From an optimization exercise on the open Yosys and OpenROAD flow, aimed at small area, a short achievable clock period and few clock cycles per item; shortcuts taken in it are not production practice.
Only the layout flow was run in this run; the RTL was not checked for function there.
Power and IR drop assume default switching activity.

## run.sh

```bash
#!/bin/bash
# synth_recipe.tcl (not shown) runs the flow's synth.tcl, then flattens the netlist and writes it again
# the make line also repeats each setting of config.mk as NAME=value (left out here)
make -C /OpenROAD-flow-scripts/flow DESIGN_CONFIG=/design/flow/config.mk WORK_HOME=/design/flow/orfs CLKGATE_MAP_FILE= SYNTH_SCRIPT=/design/flow/synth_recipe.tcl finish
```

## config.mk

```make
export PLATFORM = sky130hd
export DESIGN_NAME = tri_setup_top
export DESIGN_NICKNAME = tri_setup_top
export VERILOG_FILES = /design/flow/design.v
export SDC_FILE = /design/flow/constraint.sdc
export NUM_CORES = 4
export LEC_CHECK = 0
export CAP_MARGIN = 20
export CORE_MARGIN = 2
export CORE_UTILIZATION = 40
export SLEW_MARGIN = 20
```

## constraint.sdc

```tcl
create_clock -name core_clock -period 4.5 [get_ports {clk100}]
set_input_delay 0.9000 -clock core_clock [delete_from_list [all_inputs] [get_ports {clk100}]]
set_output_delay 0.9000 -clock core_clock [all_outputs]
set_load 0.01 [all_outputs]
```

## design.v

```verilog
package tri_setup_pkg;
	localparam int COORD_W   = 12;
	localparam int ROW_W     = 10;                     
	localparam int FRAC_W    = 10;
	localparam int SLOPE_W   = 24;                     
	localparam int QUOT_BITS = 22;                     
	localparam int CNT_W     = 4;                      
	localparam int HDR_W     = 2 * COORD_W + 3 * ROW_W;
	typedef logic [COORD_W-1:0] coord_t;
	typedef logic [ROW_W-1:0] row_t;
	typedef logic [COORD_W:0] delta_t;                   
	typedef logic [SLOPE_W-1:0] slope_t;
	typedef logic [QUOT_BITS-1:0] quot_t;
	typedef logic [6*COORD_W-1:0] vtx_word_t;
	typedef logic [HDR_W-1:0] tri_hdr_t;
	typedef logic [HDR_W+3*SLOPE_W-1:0] tri_word_t;
endpackage
`timescale 1ns/10ps
module setup_sequencer (
	input  logic clk100,
	input  logic rst_n,
	input  logic next_frame,
	input  logic vtx_empty,
	input  logic tri_wait,
	input  logic div_last,       
	output logic idle,           
	output logic norm,           
	output logic spread,         
	output logic run,
	output logic vtx_pop,
	output logic tri_push
);
	always_ff @(posedge clk100 or negedge rst_n)
	begin
		if (!rst_n)
		begin
			norm     <= 1'b0;
			spread   <= 1'b0;
			run      <= 1'b0;
			tri_push <= 1'b0;
		end
		else if (next_frame)
		begin
			norm     <= 1'b0;
			spread   <= 1'b0;
			run      <= 1'b0;
			tri_push <= 1'b0;
		end
		else
		begin
			norm     <= vtx_pop;
			spread   <= norm;
			run      <= spread || (run && !div_last);
			tri_push <= run && div_last;
		end
	end
	assign idle    = !norm && !spread && !run && !tri_push;
	assign vtx_pop = idle && !vtx_empty && !tri_wait && !next_frame;
endmodule
`timescale 1ns/10ps
module vertex_sort (
	input  logic                      clk100,
	input  logic                      idle,
	input  tri_setup_pkg::vtx_word_t  vtx_data,
	output logic [3*(tri_setup_pkg::COORD_W+1)-1:0] dx,   
	output logic [3*(tri_setup_pkg::COORD_W+1)-1:0] dy,
	output tri_setup_pkg::tri_hdr_t   hdr,
	output logic [2:0]                ord          
);
	localparam int W = tri_setup_pkg::COORD_W;
	tri_setup_pkg::coord_t vx [0:2];
	tri_setup_pkg::coord_t vy [0:2];
	tri_setup_pkg::row_t   vr [0:2];
	logic       a_le_b;
	logic       a_le_c;
	logic       b_le_c;
	logic [1:0] i_top;
	logic [1:0] i_mid;
	logic [1:0] i_bot;
	logic       eq_ab;
	logic       eq_ac;
	logic       eq_bc;
	logic       same_row;
	tri_setup_pkg::tri_hdr_t hdr_d;
	always_comb
	begin
		for (int i = 0; i < 3; i++)
		begin
			vx[i] = vtx_data[(5-i)*W +: W];
			vy[i] = vtx_data[(2-i)*W +: W];
			vr[i] = vy[i][W-1:2];
		end
	end
	assign dx = {{1'b0, vx[1]} - {1'b0, vx[0]}, {1'b0, vx[2]} - {1'b0, vx[0]}, {1'b0, vx[2]} - {1'b0, vx[1]}};
	assign dy = {{1'b0, vy[1]} - {1'b0, vy[0]}, {1'b0, vy[2]} - {1'b0, vy[0]}, {1'b0, vy[2]} - {1'b0, vy[1]}};
	assign a_le_b = !dy[2*(W+1)+W];
	assign a_le_c = !dy[(W+1)+W];
	assign b_le_c = !dy[W];
	always_comb
	begin
		case ({a_le_b, a_le_c, b_le_c})
			3'b111:  {i_top, i_mid, i_bot} = {2'd0, 2'd1, 2'd2};
			3'b110:  {i_top, i_mid, i_bot} = {2'd0, 2'd2, 2'd1};
			3'b011:  {i_top, i_mid, i_bot} = {2'd1, 2'd0, 2'd2};
			3'b100:  {i_top, i_mid, i_bot} = {2'd2, 2'd0, 2'd1};
			3'b001:  {i_top, i_mid, i_bot} = {2'd1, 2'd2, 2'd0};
			3'b000:  {i_top, i_mid, i_bot} = {2'd2, 2'd1, 2'd0};
			default: {i_top, i_mid, i_bot} = {2'd0, 2'd1, 2'd2};   
		endcase
	end
	assign eq_ab = vr[0] == vr[1];
	assign eq_ac = vr[0] == vr[2];
	assign eq_bc = vr[1] == vr[2];
	assign same_row = (i_bot == 2'd0) ? eq_bc : ((i_bot == 2'd1) ? eq_ac : eq_ab);
	assign hdr_d = {vx[i_top], same_row ? vx[i_mid] : vx[i_top], vr[i_top], vr[i_mid], vr[i_bot]};
	always_ff @(posedge clk100)
	begin
		if (idle)
		begin
			hdr <= hdr_d;
			ord <= {a_le_b, a_le_c, b_le_c};
		end
	end
endmodule
`timescale 1ns/10ps
module slope_issue (
	input  tri_setup_pkg::delta_t            dx,
	input  tri_setup_pkg::delta_t            dy,
	output logic [tri_setup_pkg::COORD_W+1:0] w_init,    
	output logic [tri_setup_pkg::COORD_W-1:0] dvs,       
	output logic [tri_setup_pkg::CNT_W-1:0]   steps,     
	output logic                              neg
);
	localparam int W = tri_setup_pkg::COORD_W;
	logic [W-1:0] a_abs;
	logic [W-1:0] d_abs;
	logic [W-1:0] a_n;
	logic [W-1:0] d_n;
	logic [3:0]   la;
	logic [3:0]   ld;
	logic [W:0]   dx_n;
	logic [W:0]   dy_n;
	logic [4:0]   c;
	assign dx_n  = -dx;
	assign dy_n  = -dy;
	assign a_abs = dx[W] ? dx_n[W-1:0] : dx[W-1:0];
	assign d_abs = dy[W] ? dy_n[W-1:0] : dy[W-1:0];
	assign neg   = dx[W] ^ dy[W];
	always_comb
	begin
		logic [W-1:0] v;
		v = a_abs;
		la[3] = v[W-1:W-8] == '0;  if (la[3]) v = v << 8;
		la[2] = v[W-1:W-4] == '0;  if (la[2]) v = v << 4;
		la[1] = v[W-1:W-2] == '0;  if (la[1]) v = v << 2;
		la[0] = !v[W-1];           if (la[0]) v = v << 1;
		a_n = v;
	end
	always_comb
	begin
		logic [W-1:0] v;
		v = d_abs;
		ld[3] = v[W-1:W-8] == '0;  if (ld[3]) v = v << 8;
		ld[2] = v[W-1:W-4] == '0;  if (ld[2]) v = v << 4;
		ld[1] = v[W-1:W-2] == '0;  if (ld[1]) v = v << 2;
		ld[0] = !v[W-1];           if (ld[0]) v = v << 1;
		d_n = v;
	end
	assign dvs = d_n;
	assign c      = (a_n[W-1] && d_n[W-1]) ? 5'd11 + {1'b0, ld} - {1'b0, la} : 5'd0;
	assign steps  = tri_setup_pkg::CNT_W'((c + 5'd1) >> 1);
	assign w_init = (la[0] == ld[0]) ? {2'b00, a_n} : {1'b0, a_n, 1'b0};
endmodule
`timescale 1ns/10ps
module slope_divider (
	input  logic                               clk100,
	input  logic                               idle,
	input  logic                               norm,
	input  logic                               spread,
	input  logic                               run,
	input  tri_setup_pkg::delta_t              dx_in,
	input  tri_setup_pkg::delta_t              dy_in,
	input  logic [tri_setup_pkg::COORD_W+1:0]  w_norm,
	input  logic [tri_setup_pkg::COORD_W-1:0]  d_norm,
	input  logic [tri_setup_pkg::CNT_W-1:0]    cnt_norm,
	input  logic                               neg_norm,
	input  logic [tri_setup_pkg::COORD_W+1:0]  w_sel,
	input  logic [tri_setup_pkg::COORD_W:0]    d_sel,
	input  logic [tri_setup_pkg::CNT_W-1:0]    cnt_sel,
	input  logic                               neg_sel,
	output logic [tri_setup_pkg::COORD_W+1:0]  w,        
	output logic [tri_setup_pkg::COORD_W:0]    d,        
	output logic [tri_setup_pkg::CNT_W-1:0]    cnt,
	output logic                               neg,
	output logic                               last,     
	output tri_setup_pkg::quot_t               quot
);
	localparam int W = tri_setup_pkg::COORD_W;
	logic [W+1:0] d3;
	logic [W+2:0] r1;
	logic [W+2:0] r2;
	logic [W+2:0] r3;
	logic [1:0]   digit;
	logic [W-1:0] rest;
	assign r1 = {1'b0, w} - {3'b000, d[W-1:0]};
	assign r2 = {1'b0, w} - {2'b00, d[W-1:0], 1'b0};
	assign r3 = {1'b0, w} - {1'b0, d3};
	always_comb
	begin
		if (!r3[W+2])
		begin
			digit = 2'd3;
			rest  = r3[W-1:0];
		end
		else if (!r2[W+2])
		begin
			digit = 2'd2;
			rest  = r2[W-1:0];
		end
		else if (!r1[W+2])
		begin
			digit = 2'd1;
			rest  = r1[W-1:0];
		end
		else
		begin
			digit = 2'd0;
			rest  = w[W-1:0];
		end
	end
	assign last = cnt <= 1;
	always_ff @(posedge clk100)
	begin
		if (idle)
		begin
			w <= {dx_in[W], dx_in};
			d <= dy_in;
		end
		else if (norm)
		begin
			w    <= w_norm;
			d    <= {1'b0, d_norm};
			cnt  <= cnt_norm;
			neg  <= neg_norm;
			quot <= '0;
		end
		else if (spread)
		begin
			w   <= w_sel;
			d   <= d_sel;
			cnt <= cnt_sel;
			neg <= neg_sel;
			d3  <= {1'b0, d_sel[W-1:0]} + {d_sel[W-1:0], 1'b0};
		end
		else if (run && cnt != 0)
		begin
			w    <= {rest, 2'b00};
			cnt  <= cnt - 1'b1;
			quot <= {quot[tri_setup_pkg::QUOT_BITS-3:0], digit};
		end
	end
endmodule
`timescale 1ns/10ps
module slope_collect (
	input  logic [3*tri_setup_pkg::QUOT_BITS-1:0] quot,    
	input  logic [2:0]               neg,
	input  tri_setup_pkg::tri_hdr_t  hdr,
	output tri_setup_pkg::tri_word_t tri_data
);
	tri_setup_pkg::slope_t s [0:2];
	always_comb
	begin
		tri_setup_pkg::slope_t q;
		for (int k = 0; k < 3; k++)
		begin
			q = {{(tri_setup_pkg::SLOPE_W-tri_setup_pkg::QUOT_BITS){1'b0}}, quot[k*tri_setup_pkg::QUOT_BITS +: tri_setup_pkg::QUOT_BITS]};
			s[k] = neg[k] ? -q : q;
		end
	end
	assign tri_data = {hdr, s[2], s[1], s[0]};
endmodule
`timescale 1ns/10ps
module tri_setup_top (
	input  logic                     clk100,
	input  logic                     rst_n,
	input  logic                     next_frame,
	input  tri_setup_pkg::vtx_word_t vtx_data,
	input  logic                     vtx_empty,
	input  logic                     tri_wait,
	output logic                     vtx_pop,
	output tri_setup_pkg::tri_word_t tri_data,
	output logic                     tri_push
);
	localparam int W  = tri_setup_pkg::COORD_W;
	localparam int CW = tri_setup_pkg::CNT_W;
	logic                    idle;
	logic                    norm;
	logic                    spread;
	logic                    run;
	logic [3*(W+1)-1:0]      dx;
	logic [3*(W+1)-1:0]      dy;
	tri_setup_pkg::tri_hdr_t hdr;
	logic [2:0]              ord;
	logic [1:0]              i_top;
	logic [1:0]              i_mid;
	logic [1:0]              i_bot;
	logic [1:0]              src [0:2];
	logic [W+1:0]            w    [0:2];
	logic [W:0]              d    [0:2];
	logic [CW-1:0]           cnt  [0:2];
	logic [2:0]              neg;
	logic [2:0]              last;
	logic [3*tri_setup_pkg::QUOT_BITS-1:0] quot;
	vertex_sort u_sort (
		.clk100   (clk100),
		.idle     (idle),
		.vtx_data (vtx_data),
		.dx       (dx),
		.dy       (dy),
		.hdr      (hdr),
		.ord      (ord)
	);
	always_comb
	begin
		case (ord)
			3'b111:  {i_top, i_mid, i_bot} = {2'd0, 2'd1, 2'd2};
			3'b110:  {i_top, i_mid, i_bot} = {2'd0, 2'd2, 2'd1};
			3'b011:  {i_top, i_mid, i_bot} = {2'd1, 2'd0, 2'd2};
			3'b100:  {i_top, i_mid, i_bot} = {2'd2, 2'd0, 2'd1};
			3'b001:  {i_top, i_mid, i_bot} = {2'd1, 2'd2, 2'd0};
			3'b000:  {i_top, i_mid, i_bot} = {2'd2, 2'd1, 2'd0};
			default: {i_top, i_mid, i_bot} = {2'd0, 2'd1, 2'd2};
		endcase
	end
	assign src[2] = i_mid;
	assign src[1] = i_bot;
	assign src[0] = i_top;
	for (genvar k = 0; k < 3; k++)
	begin : g_edge
		logic [W+1:0]  w_norm;
		logic [W-1:0]  d_norm;
		logic [CW-1:0] cnt_norm;
		logic          neg_norm;
		logic [W+1:0]  w_sel;
		logic [W:0]    d_sel;
		logic [CW-1:0] cnt_sel;
		logic          neg_sel;
		slope_issue u_issue (
			.dx     (w[k][W:0]),
			.dy     (d[k]),
			.w_init (w_norm),
			.dvs    (d_norm),
			.steps  (cnt_norm),
			.neg    (neg_norm)
		);
		always_comb
		begin
			case (src[k])
				2'd0:    {w_sel, d_sel, cnt_sel, neg_sel} = {w[0], d[0], cnt[0], neg[0]};
				2'd1:    {w_sel, d_sel, cnt_sel, neg_sel} = {w[1], d[1], cnt[1], neg[1]};
				default: {w_sel, d_sel, cnt_sel, neg_sel} = {w[2], d[2], cnt[2], neg[2]};
			endcase
		end
		slope_divider u_div (
			.clk100   (clk100),
			.idle     (idle),
			.norm     (norm),
			.spread   (spread),
			.run      (run),
			.dx_in    (dx[k*(W+1) +: W+1]),
			.dy_in    (dy[k*(W+1) +: W+1]),
			.w_norm   (w_norm),
			.d_norm   (d_norm),
			.cnt_norm (cnt_norm),
			.neg_norm (neg_norm),
			.w_sel    (w_sel),
			.d_sel    (d_sel),
			.cnt_sel  (cnt_sel),
			.neg_sel  (neg_sel),
			.w        (w[k]),
			.d        (d[k]),
			.cnt      (cnt[k]),
			.neg      (neg[k]),
			.last     (last[k]),
			.quot     (quot[k*tri_setup_pkg::QUOT_BITS +: tri_setup_pkg::QUOT_BITS])
		);
	end
	setup_sequencer u_seq (
		.clk100     (clk100),
		.rst_n      (rst_n),
		.next_frame (next_frame),
		.vtx_empty  (vtx_empty),
		.tri_wait   (tri_wait),
		.div_last   (&last),
		.idle       (idle),
		.norm       (norm),
		.spread     (spread),
		.run        (run),
		.vtx_pop    (vtx_pop),
		.tri_push   (tri_push)
	);
	slope_collect u_collect (
		.quot     (quot),
		.neg      (neg),
		.hdr      (hdr),
		.tri_data (tri_data)
	);
endmodule
```

==> qor.log <==
[outcome] outcome finished with violations
[outcome] SO Faults negative setup slack
[clocking] clock tree from TritonCTS built
[setup_path] Worst Setup EP g_edge[0].u_div.cnt[3]
[clocking] cts bufs inserted 37
[setup_path] startpoint-to-endpoint class of the critical path register to register
[clocking] CTS clk-pin slew, worst paths 0.06 ns
[power] Power per Cell Area 680 nW/um2
[placement] pre-CTS worst setup slack -0.504 ns
[drt] remaining routing DRC violations 0
[clocking] number of levels the H-tree was split into 2
[setup_path] kind of end point of the critical path register
[drt] wire per inst 23.5 um
[setup_path] cell count of the worst reg-to-reg path 20
[synthesis] Post-Syn Area per Cell 8.50 um2
[sta] Slew Limit Headroom 26.8%
[power] combinational cell fraction of total power 74.0%
[global_route] wire length of the first global-routing pass 178 mm
[global_route] number of antenna violations at the first check in global routing 1
[sta] max-slew violation count 0
[synthesis] asr flop ratio synth 1.51%
[clocking] clock root buffer sky130_fd_sc_hd__clkbuf_16
[drt] drt first pass iters 8
[synthesis] Seq/Total Area, Yosys 26.3%
[drt] post-route ant nets 0
[setup_path] Reg2Reg Setup Slack -0.15 ns
[synthesis] fraction of synthesized cell area taken by the top area cell type 25.9%
[finish] total number of nets in the final design 4449
[sta] Hold Worst Slack 0.563 ns
[finish] post-route design area 38300 um2
[power] Lkg Pwr 16.0 nW
[finish] layout overhead on the synthesized area 26.6%
[finish] proportion of layout cells with a drive suffix above 1 18.4%
[synthesis] leading post-synthesis cells by cell area sky130_fd_sc_hd__edfxtp_1, sky130_fd_sc_hd__ha_1, sky130_fd_sc_hd__xnor2_1
[die] area of the die 77800 um2
[power] Sw Pwr 12.7 mW
[setup_path] CP Launch Type register
[sta] RSZ-0062 raised after global routing true
[finish] ANT cells 0
[sta] Final Hold Fails 0
[setup_path] delay of the slowest cell on the worst path 0.51 ns
[synthesis] number of instances in the synthesized netlist 3553
[global_route] maximum number of pins on one net before global-route repair 83
[sta] final count of negative-setup-slack endpoints 4
[setup_path] required time reported for the critical path endpoint 4.80 ns
[clocking] insertion delay to the later sink of the worst-skew pair 0.59 ns
[setup_path] Critical Path Start g_edge[0].u_div.w[1]
[finish] final cell utilization of the core 51.3%
[power] share of total power in sequential cells 15.3%
[power] Sw Ratio 48.7%
[drt] total via count in the routed design 30484
[sta] f_max 215 MHz
[setup_path] data arrival time of the critical path 4.95 ns
[setup_path] largest driver fanout on the critical path 7
[clocking] buffers from clock root to sink, at most 3
[power] maximum resistive drop on vdd 0.333 mV
[synthesis] cell area after synthesis 30200 um2
[synthesis] count of state elements after synthesis 265
[placement] cell area after placement 36500 um2
[die] total I/O pin count 205
[sta] clock skew after layout 0.0292 ns
[global_route] via count of the first global-routing pass 29017
[power] Clk network pwr share 10.7%
[sta] Final WS setup -0.147 ns
[global_route] Total Routing Usage GR 29.8%
[setup_path] slowest stage cell, crit path sky130_fd_sc_hd__or4_1
[sta] Final Cycle Share 103%
[sta] transition time of the tightest slew-check pin 1.09 ns
[synthesis] dominant register cell in the synthesized netlist sky130_fd_sc_hd__edfxtp_1
[synthesis] net count after synthesis 3917
[clocking] Post-CTS Hold Fix Bufs 0
[die] vertical extent of the die 279 um
[power] Internal 13.4 mW
[die] initial core utilization 40.5%
[sta] Final Critical Period 4.65 ns
[synthesis] number of warnings printed during yosys synthesis 15
[synthesis] Netlist cell types 100
[global_route] grt ovf 0
[placement] half-perimeter wire length after placement 94.7 mm
[die] floorplan die width 279 um
[flow_run] MaxCap Viol Count 0
[clocking] CTS sink cnt 265
[die] FP Rows 100
[drt] number of vias per cell 6.00
[setup_path] startpoint of the most critical register-to-register path g_edge[0].u_div.w[1]
[drt] detailed-route wire length 119 mm
[drt] 1st-iter DRT viols 3046
[setup_path] Most common cell on crit path sky130_fd_sc_hd__buf_4
[synthesis] cell type with the highest aggregate area in the netlist sky130_fd_sc_hd__edfxtp_1
[power] total power after layout 26.0 mW
[setup_path] crit-path cells buf_4 -> buf_4 -> or2_2 -> or4_1 -> o311a_1 -> a211oi_4 -> buf_4 -> nand3_4 -> o211a_4 -> a21oi_4 -> inv_4 -> ha_4 -> ha_4 -> fa_2 -> xor2_2 -> nand3_2 -> xnor2_2 -> xnor2_1 -> nand3_1 -> o31ai_2
[placement] IO Port Bufs 204
[die] Core Region 74600 um2
[hold_path] Tightest Hold Check Type primary input to async pin
[placement] GP Congestion 1.01
[setup_path] terminus of the critical flop-to-flop path g_edge[0].u_div.cnt[3]
[synthesis] number of flops mapped to enable cells by yosys 261
## routing by layer
layer | vias to the layer above | share of wire [%] | track usage (%)
met1 | 14450 | 43 | 40.5
met2 | 1425 | 43 | 46.3
met5 | - | 0.093 | 1.06
li1 | 14352 | - | -
met4 | 2 | 5.1 | 13.3
met3 | 255 | 8.2 | 5.15
## synth_stat cells, drive strengths merged (46+ instances only)
cell    instances
o31ai          56
xor2           95
nor3           74
nand2b         69
nand2         237
clkbuf        155
nor2          214
xnor2         206
a31oi          54
mux2i          85
ha            266
or3            49
a22oi          53
o22ai          47
edfxtp        261
a21oi         224
inv           244
o21a           46
a21o           74
o21ai         249
nor2b         107
nand3          60
## area by class of cell
type                            count  area, um2
Clock buffer                       41        941
Clock inverter                     23        163
Fill cell                        7103      36300
Inverter                          248        953
Multi-Input combinational cell   2847      21300
Sequential cell                   265       7940
Tap cell                          969       1210
Timing Repair Buffer              686       5730
## registers in the layout (all words and copies together), names as in the netlist
| register | flops |
|---|---|
| u_sort.hdr | 54 |
| g_edge.u_div.cnt | 12 |
| u_seq.tri_push | 1 |
| g_edge.u_div.d | 39 |
| g_edge.u_div.w | 42 |
| u_seq.spread | 1 |
| g_edge.u_div.quot | 66 |
| g_edge.u_div.d3 | 42 |
| u_seq.norm | 1 |
| u_sort.ord | 3 |
| g_edge.u_div.neg | 3 |
| u_seq.run | 1 |
## how the worst min path moves through the flow
stage | endpoint | cells after the start | from | slack, ns
after detailed placement | g_edge[2].u_div.quot[16] | 1 | g_edge[2].u_div.quot[14] | 0.60
after CTS | u_seq.norm | 1 | rst_n | 0.55
final | u_seq.norm | 1 | rst_n | 0.56
after floorplan | u_seq.run | 2 | u_seq.run | 0.53
after global routing | u_seq.norm | 1 | rst_n | 0.57
after global placement | u_seq.run | 2 | u_seq.run | 0.58
## worst max-delay path: cells and delay by family (launching register included)
family / cells / cell delay [ns]
AO/OA/AOI/OAI: 5 / 1.18
AND/OR/NAND/NOR: 5 / 1.12
adder cells (fa/ha/maj): 3 / 0.66
buffers and inverters: 4 / 0.55
XOR/XNOR: 3 / 0.45
flip-flops: 1 / 0.42
## power groups by stage
stage               combinational [mW]  clock (mW)  sequential (mW)
detailed placement                18.2           0             4.00
global route                      20.8        2.89             4.03
floorplan                         11.8           0             3.99
CTS                               18.4        2.81             3.97
finish                            19.2        2.79             3.99
global placement                  18.2           0             4.02
## what timing repair did
item | in CTS | in global routing
buffers inserted | 13 | 31
pin swaps | 5 | 45
setup endpoints to repair | 9 | 59
resized for setup | 11 | 65
endpoints found under the hold margin | 0 | 0
## cells in the final DEF (no fill, tap or decap), types with 29 or more instances in the layout
cell type / count
sky130_fd_sc_hd__buf_4: 474
sky130_fd_sc_hd__edfxtp_1: 261
sky130_fd_sc_hd__ha_1: 250
sky130_fd_sc_hd__nand2_1: 232
sky130_fd_sc_hd__o21ai_0: 232
sky130_fd_sc_hd__inv_1: 226
sky130_fd_sc_hd__a21oi_1: 219
sky130_fd_sc_hd__nor2_1: 211
sky130_fd_sc_hd__xnor2_1: 200
sky130_fd_sc_hd__clkdlybuf4s50_1: 199
sky130_fd_sc_hd__nor2b_1: 105
sky130_fd_sc_hd__xor2_1: 89
sky130_fd_sc_hd__mux2i_1: 84
sky130_fd_sc_hd__a21o_1: 74
sky130_fd_sc_hd__nor3_1: 73
sky130_fd_sc_hd__nand2b_1: 69
sky130_fd_sc_hd__nand3_1: 54
sky130_fd_sc_hd__a22oi_1: 52
sky130_fd_sc_hd__a31oi_1: 49
sky130_fd_sc_hd__o31ai_1: 49
sky130_fd_sc_hd__or3_1: 47
sky130_fd_sc_hd__o21a_1: 46
sky130_fd_sc_hd__o22ai_1: 45
sky130_fd_sc_hd__a211oi_1: 38
sky130_fd_sc_hd__a221oi_1: 38
sky130_fd_sc_hd__a221o_1: 38
sky130_fd_sc_hd__o211ai_1: 37
sky130_fd_sc_hd__clkbuf_16: 37
sky130_fd_sc_hd__or2_2: 31
sky130_fd_sc_hd__o221ai_1: 29
## logic make-up after synthesis
| family | count (synthesis) | share of synthesized area, % |
|---|---|---|
| buffers and inverters | 441 | 5.66 |
| multiplexers | 118 | 4.06 |
| XOR/XNOR | 301 | 8.77 |
| adder cells (fa/ha/maj) | 287 | 12.4 |
| AND/OR/NAND/NOR | 966 | 16.1 |
| flip-flops | 265 | 26.3 |
| AO/OA/AOI/OAI | 1175 | 26.8 |
## stage by stage
step                setup TNS, ns  std cells
floorplan                  -0.420       3553
global placement           -15.45       4972
detailed placement         -16.15       4972
CTS                       -0.0368       5049
global route                -1.41       5079
finish                     -0.256       5079

separate check: timing with driven ports:
The results above use ideal ports. As a check the final layout listed here was re-extracted and re-timed, cells and wires unchanged. Step 1: set_driving_cell puts a clkbuf_16 on clk100 and a buf_2 on each other input, an assumption about the parent block. Step 2 times the ports against the registers' clock, not the clock port: input delays grow and output delays shrink by t, the midpoint of the rising clock arrivals with the driver on. Three values: ideal, step 1, step 2; two values: the first two.
t, ns: 0.634
slack for setup (ns): -0.147 / -0.147 / -0.439
worst register clock-pin slew, ns: 0.06 / 0.06
The setup slack of this run moves by 0.000 ns with the drivers and by -0.292 ns with both steps.
